What follows belongs to an exercise in optimizing a design on an open flow for small area, a short achievable clock period and few clock cycles per item; a production flow would make more cautious choices. In this exercise RTL edits were held to simulation tests only and were not proved equivalent to the original.

// go_to_goal_drive_controller_unit
module go_to_goal_drive_controller_unit (
  input  logic        clk,
  input  logic        rst,
  input  logic        psel,
  input  logic        penable,
  input  logic        pwrite,
  input  logic [3:0]  paddr,
  input  logic [31:0] pwdata,
  output logic [31:0] prdata,
  output logic        pready,
  input  logic        s_tvalid,
  output logic        s_tready,
  input  logic [79:0] s_tdata,    
  input  logic [2:0]  s_tuser,    
  output logic        m_tvalid,
  input  logic        m_tready,
  output logic [31:0] m_tdata,    
  output logic [0:0]  m_tuser     
);
  localparam int ADD_STYLE = 1;
  logic signed [31:0] goal_east, goal_north;
  logic [15:0]        arrive_radius;
  logic [14:0]        heading_tolerance;
  wire                cfg_wr = psel & penable & pwrite;
  assign pready = 1'b1;
  always_ff @(posedge clk) begin
    if (rst) begin
      goal_east         <= '0;
      goal_north        <= '0;
      arrive_radius     <= 16'd128;
  ...
Size: roughly 11000 cells after synthesis, about 2000 flip-flops, roughly 0.14 sq mm of cells after synthesis.
clock: 10.0 ns
lec_check: 0
cap_margin: 20
core_margin: 2
core_utilization: 40
cts_buf_list: sky130_fd_sc_hd__clkbuf_16
cts_cluster_diameter: 80
cts_cluster_size: 20
setup_slack_margin: 5
slew_margin: 20
run.sh (not shown) runs the stock make flow with config.mk's settings and CLKGATE_MAP_FILE= SYNTH_SCRIPT=/design/flow/synth_recipe.tcl, a recipe that flattens the netlist after the stock synthesis.
Testbench counts at the start, summed over its fixed seeds: cycles 3,160, items 2,603.
Edit:
--- a/flow/design.v
+++ b/flow/design.v
@@ -106,12 +106,13 @@
   output logic        m_tvalid,
   input  logic        m_tready,
   output logic [31:0] m_tdata,    
   output logic [0:0]  m_tuser     
 );
   localparam int ADD_STYLE = 1;
+  localparam int TSTYLE    = 0;
   logic signed [31:0] goal_east, goal_north;
   logic [15:0]        arrive_radius;
   logic [14:0]        heading_tolerance;
   wire                cfg_wr = psel & penable & pwrite;
   assign pready = 1'b1;
   always_ff @(posedge clk) begin
@@ -144,24 +145,26 @@
   wire in_stop  = s_tuser[1:0] == 2'd2;
   wire in_tick  = (s_tuser[1:0] == 2'd0) & s_tuser[2];    
   logic [1:0] r1_k;    
   logic signed [15:0] r1_hd;
   logic signed [32:0] r1_dx;
   logic signed [32:0] r1_dy;
+  logic  r1_dyz;
   always_ff @(posedge clk) begin
     if (rst) r1_k <= 2'd0;
     else if (adv) r1_k <= in_acc ? {in_tick | in_stop, in_tick | in_start} : 2'd0;
     if (adv) begin
       r1_hd <= s_tdata[79:64];
       r1_dx <= {goal_east[31], goal_east} - {s_tdata[31], s_tdata[31:0]};
       r1_dy <= {goal_north[31], goal_north} - {s_tdata[63], s_tdata[63:32]};
+      r1_dyz <= goal_north == s_tdata[63:32];
     end
   end
   wire        c0_neg = r1_dx[32];
   wire        c0_dyn = r1_dy[32];
-  wire        c0_dyz = ~|r1_dy;
+  wire        c0_dyz = r1_dyz;    
   wire        s_0    = c0_neg ? (c0_dyn | c0_dyz) : ~c0_dyn;    
   wire        c0_mx  = s_0 ^ c0_neg;
   wire [32:0] c0_ax  = r1_dx ^ {33{c0_neg}};
   wire [32:0] c0_ay  = r1_dy ^ {33{c0_dyn}};
   wire [32:0] c0_by  = r1_dy ^ {33{c0_neg}};
   wire [32:0] c0_bx  = r1_dx ^ {33{c0_mx}};
@@ -296,13 +299,13 @@
   wire s_5 = ~y_5[42];    
   wire signed [42:0] ysh_5 = y_5 >>> 5;
   wire [45:0] xsh_5 = x_5 >> 5;
   wire [45:0] xn_5;
   ggdc_add #(.W(46), .STYLE(ADD_STYLE)) u_ax5 (.a(46'(x_5)), .b(46'(ysh_5) ^ {46{~s_5}}), .ci(~s_5), .s(xn_5));
   wire signed [41:0] yn_5;
-  ggdc_add #(.W(42), .STYLE(ADD_STYLE)) u_ay5 (.a(42'(y_5)), .b(42'({1'b0, xsh_5}) ^ {42{s_5}}), .ci(s_5), .s(yn_5));
+  ggdc_add #(.W(42), .STYLE(TSTYLE)) u_ay5 (.a(42'(y_5)), .b(42'({1'b0, xsh_5}) ^ {42{s_5}}), .ci(s_5), .s(yn_5));
   wire sgn_5 = yn_5[41];
   wire [40:0] yhn_5 = yn_5[40:0] ^ {41{sgn_5}};
   logic [1:0] r7_k;    
   logic signed [15:0] r7_hd;
   logic [1:0] r7_q;
   logic [5:0] r7_s;
Effect: Setup slack got worse by 0.011 ns. Maximum frequency hardly moves. Utilization decreases by 0.29 points. First-iteration DRC count decreases by 8.6%. Final area is lower by 0.58%. Hold slack improved by 0.0089 ns. Clock-buffer cell count is higher by 1. Wire length shrinks by 1.8%. Area after synthesis hardly moves.
Testbench counts after the change, summed over its fixed seeds: cycles 3,160, items 2,603.

==> separate check: timing with driven ports <==
In the flow no input, the clock included, has a driving cell. The finished layouts below were timed again as built, in two steps. Step 1 sets driving cells, clkbuf_16 on the clock port and buf_2 on the other inputs (assumed; they add their load-dependent delay and slew). Step 2 moves the port delays by t, midway between the first and last clock arrival at a register: inputs arrive t later, outputs are due t later. That takes back most of the time a late clock gives input paths. a / b / c = ideal ports / drivers / drivers and shift; a / b = the first two.
| run | shift t [ns] | setup slack, ns | worst setup path at the end | worst register clock-pin slew, ns |
|---|---|---|---|---|
| the first run | 0.932 | 4.946 / 4.829 / 4.223 | input to register | 0.09 / 0.09 |
| the second run | 0.943 | 4.935 / 4.822 / 4.162 | input to register | 0.09 / 0.09 |
After both steps setup and hold are still met in every run listed. For the second run, which loses most, drivers alone change the setup slack by -0.113 ns; drivers and shift together by -0.773 ns.
